From an optimization exercise on the open Yosys and OpenROAD flow, aimed at small area, a short achievable clock period and few clock cycles per item; shortcuts taken in it are not production practice. At most, simulation tests tie the RTL to the original design; equivalence was not proved. Only the layout flow was run in run 1; the RTL was not checked for function there.

==> flow/design.v, too long to show whole: its modules and the start of the top module <==
// module hsl_fa: 10 lines
// module hsl_ha: 9 lines
// module hsl_to_rgb_converter: 3246 lines
module hsl_to_rgb_converter (
	input  logic clk,
	input  logic arst_n,
	input  logic hsl_valid,
	output logic hsl_stall,
	input  hsl_pkg::hsl_t hsl,
	output logic rgb_valid,
	input  logic rgb_stall,
	output hsl_pkg::rgb_t rgb
);
  // ...
==> flow/run.sh <==
#!/bin/bash
# synth_recipe.tcl (not shown) runs the flow's synth.tcl, then flattens the netlist and writes it again
# the make line also repeats each setting of config.mk as NAME=value (left out here)
make -C /OpenROAD-flow-scripts/flow DESIGN_CONFIG=/design/flow/config.mk WORK_HOME=/design/flow/orfs CLKGATE_MAP_FILE= SYNTH_SCRIPT=/design/flow/synth_recipe.tcl finish
==> flow/config.mk <==
export PLATFORM = sky130hd
export DESIGN_NAME = hsl_to_rgb_converter
export DESIGN_NICKNAME = hsl_to_rgb_converter
export VERILOG_FILES = /design/flow/design.v
export SDC_FILE = /design/flow/constraint.sdc
export NUM_CORES = 4
export LEC_CHECK = 0
export ABC_CLOCK_PERIOD_IN_PS = 2500
export CAP_MARGIN = 20
export CORE_MARGIN = 2
export CORE_UTILIZATION = 40
export SETUP_SLACK_MARGIN = 3.0
export SLEW_MARGIN = 20
export SYNTH_HIERARCHICAL = 1
export SYNTH_MINIMUM_KEEP_SIZE = 0
==> flow/constraint.sdc <==
create_clock -name core_clock -period 7.0 [get_ports {clk}]
set_input_delay 1.4000 -clock core_clock [delete_from_list [all_inputs] [get_ports {clk}]]
set_output_delay 1.4000 -clock core_clock [all_outputs]
set_load 0.01 [all_outputs]
==> impl_metrics.csv, run 1 <==
group,metric,value,unit
logic_synthesis,post_synth_instance_area,17400,um2
setup_path,path_buf_inv,0,
cells_and_area,inverters,87,
status,status,"finished clean",
setup_path,cpLargestDelayFamily,"adder cells",
cells_and_area,design.seq.count,183,
clock_tree,insertion_delay,0.47,ns
cells_and_area,multi_input_area,11700,um2
detailed_routing,ant_nets,0,
detailed_routing,wl_met3,1.50,mm
detailed_routing,vias_per_cell,5.18,
cells_and_area,finalNetCount,1951,
detailed_routing,top_layer,"met4",
timing,holdWs,0.421,ns
cells_and_area,seqCellArea,5480,um2
floorplanning,dieArea,45200,um2
setup_path,start_kind,"flip-flop",
floorplanning,ios,63,
cells_and_area,area_delta_synth_final,13.5,%
cells_and_area,largest_reg_flops,72,
global_route,grt_util_met1,0.252,
clock_tree,cts_resized,17,
cells_and_area,fin_util,0.459,
global_route,antenna_found_initial,0,
timing,final.setup_skew,0.0144,ns
setup_path,crit_fanout,6,
logic_synthesis,synthMuxAreaShare,0.00863,
cells_and_area,drive_gt1_frac,0.0749,
detailed_routing,wl_met2,18.8,mm
detailed_routing,vias,10918,
logic_synthesis,synth.area.top_cells,"edfxtp_1 (31%), fa_1 (29%), ha_1 (11%)",
cells_and_area,n_all_buffers,95,
timing,finalMaxSlewViolations,0,
timing,fin_ws,2.88,ns
timing,tns,0,ns
setup_path,worstPathRequired,7.33,ns
==> run 2: changes to the inputs <==
--- a/flow/design.v
+++ b/flow/design.v
@@ -89,16 +89,17 @@
 			v2 <= v1;
 			v3 <= v2;
 			vo <= v3;
 		end
 	end
 	assign hsl_stall = !adv;
 	assign rgb_valid = vo;
 	logic [8:0] s1, l1;
+	logic gt1;
 	logic [7:0] L1;
 	logic [3:0] hb1;
 	logic [7:0] hl1;
 	logic [2:0] sec1;
 	logic [15:0] P1;
 	logic [11:0] G1;
 	logic [15:0] P2;
 	logic [11:0] G2;
@@ -1709,17 +1710,17 @@
 	logic w1599;
 	logic [8:0] s0, l0;
 	logic       gt0;
 	logic [7:0] L0;
 	logic [6:0] hr0;
 	always_comb begin
 		s0  = {hsl.saturation[8], hsl.saturation[7:0] & {8{!hsl.saturation[8]}}};
 		l0  = {hsl.lightness[8],  hsl.lightness[7:0]  & {8{!hsl.lightness[8]}}};
-		gt0 = !l0[8] && l0[7] && (|l0[6:0]);
+		gt0 = l0[8] || (l0[7] && (|l0[6:0]));
 		L0  = gt0 ? 8'(9'd256 - l0) : l0[7:0];
 		case (hsl.hue[14:8])
 			7'd0: hr0 = 7'h00;
 			7'd1: hr0 = 7'h01;
 			7'd2: hr0 = 7'h02;
 			7'd3: hr0 = 7'h03;
 			7'd4: hr0 = 7'h04;
 			7'd5: hr0 = 7'h05;
@@ -1845,16 +1846,17 @@
 			7'd125: hr0 = 7'h25;
 			7'd126: hr0 = 7'h26;
 			7'd127: hr0 = 7'h27;
 			default: hr0 = 7'h00;
 		endcase
 	end
 	logic [11:0] f1;
 	logic        hz1;
+	assign l1 = gt1 ? 9'(9'd256 - {1'b0, L1}) : {1'b0, L1};
 	assign hz1 = (hl1 == 8'd0);
 	assign f1[7:0]  = sec1[0] ? 8'(9'd256 - {1'b0, hl1}) : hl1;
 	assign f1[11:8] = hb1 + {3'd0, sec1[0] & hz1};
 	assign P1[0] = w0;
 	assign P1[1] = w161;
 	assign P1[2] = w251;
 	assign P1[3] = w252;
 	assign P1[4] = w253;
@@ -3204,17 +3206,17 @@
 	assign w1595 = w1434 ^ w1580;
 	assign w1596 = w1436 ^ w1582;
 	assign w1597 = w1438 ^ w1584;
 	assign w1598 = w1440 ^ w1586;
 	assign w1599 = w1442 ^ w1588;
 	always_ff @(posedge clk) begin
 		if (adv) begin
 			s1   <= s0;
-			l1   <= l0;
+			gt1  <= gt0;
 			L1   <= L0;
 			hb1  <= hr0[3:0];
 			sec1 <= hr0[6:4];
 			hl1  <= hsl.hue[7:0];
 			P2   <= P1;
 			G2   <= G1;
 			l2   <= l1;
 			sec2 <= sec1;
==> run 2 against run 1 <==
Compared with the run above: count of clock-buffer cells in the layout unchanged; worst setup slack improved by 0.077 ns; still clean on timing, DRC and antenna.
==> impl_metrics.csv, run 2 <==
group,metric,value,unit
global_route,first_global_vias,11426,
detailed_routing,drc_errors,0,
min_path,hold_path_class,"flip-flop to flip-flop",
cells_and_area,final_area,19500,um2
logic_synthesis,synth_most_common_cell,"fa_1",
floorplanning,row_count,76,
logic_synthesis,ys_seq_area_frac,0.305,
setup_path,r2r_cells,12,
detailed_routing,vias,10752,
timing,final.setup_skew,0.0149,ns
status,status,"finished clean",
setup_path,crit_fanout,5,
detailed_routing,ant_nets,0,
cells_and_area,top_regs,"r3: 72 flops, ro: 24 flops, P2: 16 flops",
logic_synthesis,ys_seq_elements,176,
clock_tree,max-clock-path-buffers,2,
clock_tree,cts_buffers,17,
logic_synthesis,syn_inst,1435,
run,max_cap_violations,0,
setup_path,path_class,"flip-flop to flip-flop",
logic_synthesis,synthTopCellsByCount,"fa_1 (256), and2_1 (213), edfxtp_1 (172)",
floorplanning,start_util,0.403,
timing,rsz0062_at_grt,"true",
cells_and_area,final_common_cell,"fa_1",
timing,fin_ws,2.96,ns
logic_synthesis,synth_area_leader_cell,"edfxtp_1",
logic_synthesis,synth_top_area_frac,0.299,
global_route,antenna_found_initial,0,
timing,finalMaxSlewViolations,0,
logic_synthesis,syn_area_per_cell,12.0,um2
cells_and_area,regMostFlops,"r3",
placed_design,dp.cells,1999,
logic_synthesis,synth.distinct_cells,65,
timing,tns,0,ns
clock_tree,cts_htree_levels,4,
setup_path,cpMostUsedCell,"fa_1",
global_route,grt_first_pass_wirelength,62.2,mm
timing,setup_viol,0,
clock_tree,insertion_delay,0.46,ns
setup_path,worst_setup_path_end_kind,"flip-flop",
placed_design,port_buffers,62,
detailed_routing,finalWirelength,38.9,mm
cells_and_area,antenna_cells,0,
cells_and_area,final_cells,2073,
floorplanning,dieArea,44800,um2
setup_path,path_cells,"and2_4 > fa_1 > fa_2 > fa_1 > fa_1 > ha_1 > or3_1 > o221ai_2 > o2111a_1 > o21bai_2 > buf_4 > xor2_1",
placed_design,gp_congestion,0.848,
timing,fmax,247,MHz
clock_tree,clock_sinks,176,
setup_path,crit_arrival,4.26,ns
detailed_routing,drt-pass1-iter-count,5,
setup_path,worstPathRequired,7.22,ns
logic_synthesis,synth_edf_count,172,
floorplanning,ios,63,
cells_and_area,largest_reg_flops,72,
logic_synthesis,yosys_warnings,7,
cells_and_area,area_delta_synth_final,13.1,%
detailed_routing,drt_iter0_drc,654,
global_route,grt_start_max_net_pins,75,
cells_and_area,drive_gt1_frac,0.0819,
clock_tree,cts.clk_slew.worst_paths,0.08,ns
cells_and_area,finalNetCount,1957,
setup_path,start_kind,"flip-flop",
floorplanning,fp.coreArea,42800,um2
floorplanning,fp.dieW,212,um
detailed_routing,post_drt_wl_per_cell,18.8,um
setup_path,crit_slowest_cell,"fa_1",
logic_synthesis,synth_ff_type,"edfxtp_1",
global_route,grt_overflow,0,
timing,period_share,0.577,
placed_design,dp_hpwl,29.1,mm
detailed_routing,vias_per_cell,5.19,
logic_synthesis,post_synth_instance_area,17300,um2
setup_path,max_stage_delay,0.50,ns
min_path,hold_depth,0,
placed_design,pre_cts_ws,2.75,ns
timing,fin_crit,4.04,ns
logic_synthesis,async_reset_ff_frac,0.0227,
clock_tree,cts_tree,"built",
clock_tree,root_buffer,"clkbuf_16",
placed_design,place_area,18400,um2
floorplanning,die_h,212,um
logic_synthesis,synth.area.top_cells,"edfxtp_1 (30%), fa_1 (30%), ha_1 (11%)",
global_route,track_usage,0.182,
timing,finalHoldViolations,0,
cells_and_area,final_cell_mix,"fa_1 (254), and2_1 (209), edfxtp_1 (172)",
timing,slew_headroom,0.371,
timing,tightest_slew,0.944,ns
-- run 2: cell count changes in the layout (fill, tap and decap cells not counted), sizes merged, moves of 7 or more --
cell / delta
o211ai: -9
or3: +8
a21oi: +7
edfxtp: -7
nand3: -13
o21a: -7
xnor2: +8
buf: +12
nand2b: +7
-- run 2: metal layers --
metal	wire (um)	up-vias	global-route usage
met2	19000	229	0.303
met3	1410	48	0.0246
met5	0	-	0
met1	17600	5422	0.246
met4	837	0	0.0636
li1	-	5053	-
-- run 2: worst paths after layout --
path,to,from,slack (ns)
max,P2[14]$_DFFE_PN_,s1[6]$_DFFE_PN_,2.96
max in group asynchronous,v2$_DFFE_PN0N_,arst_n,5.72
min,sec2[1]$_DFFE_PN_,sec1[1]$_DFFE_PN_,0.42
min reg2reg,sec2[1]$_DFFE_PN_,sec1[1]$_DFFE_PN_,0.42
min in group asynchronous,v3$_DFFE_PN0N_,arst_n,1.12
max reg2reg,P2[14]$_DFFE_PN_,s1[6]$_DFFE_PN_,2.96
-- run 2: cells by family after synthesis --
group | after synthesis | synth area share
other cells | 1 | 0.000217
simple gates | 425 | 0.136
flops | 176 | 0.305
compound gates | 211 | 0.0820
buf+inv | 143 | 0.0312
xor+xnor | 56 | 0.0289
mux | 17 | 0.0111
fa+ha+maj | 406 | 0.406
-- run 2: repair_timing --
action / 4_1_cts / 5_1_grt
endpoints found under the setup margin: 4 / 30
hold buffers: 0 / 0
cloned: 1 / 0
resized for setup: 6 / 28
pin swaps: 6 / 16
hold endpoints to repair: 0 / 0
setup buffers: 23 / 18
-- run 2: layout make-up --
cell class	instances	area, um2
tap	546	683
sequential	176	5270
multi-input combinational	1128	11700
inverter	83	312
clock inverter	15	190
fill	3917	23300
timing repair buffer	108	965
clock buffer	17	425
-- run 2: modules after synthesis (local to each module, per instance) --
module	flip-flops and latches	cells inside	area (um2)
hsl_ha	0	1	12.5
hsl_fa	0	1	20.0
hsl_to_rgb_converter	176	1136	11600
-- run 2: through the flow --
step	hold WS, ns	utilization
finish	0.423	0.456
global route	0.422	0.456
CTS	0.422	0.450
detailed placement	0.405	0.431
global placement	0.407	0.431
floorplan	0.400	-
-- run 2: worst max-delay path: cells and delay by family, from the launching register on --
kind | cells | cell delay [ns]
fa+ha+maj | 5 | 2.06
simple gates | 2 | 0.59
flops | 1 | 0.46
compound gates | 3 | 0.42
buf+inv | 1 | 0.14
xor+xnor | 1 | 0.13
Testbench counts of run 2, summed over its fixed seeds: cycles 16,032, items 16,000.

-- re-timing with driven ports --
The flow's constraints put no driver on any port. The routed layouts listed below were extracted and timed again, unchanged, in two steps.
Step 1, drivers: a clkbuf_16 drives clk and a buf_2 each remaining input, both assumed.
Step 2 moves the port delays by t, midway between the first and last clock arrival at a register: inputs arrive t later, outputs are due t later. That takes back most of the time a late clock gives input paths.
Three values: no drivers, after step 1, after step 2; two values: the first two.
run | t, ns | setup WS [ns] | worst slew at a driven data input, ns | pins driven straight from the clock port
run 1 | 0.513 | 2.880 / 2.880 / 2.880 | 0.04 | 1
run 2 | 0.508 | 2.958 / 2.958 / 2.958 | 0.05 | 1
After both steps every run listed still meets setup and hold.
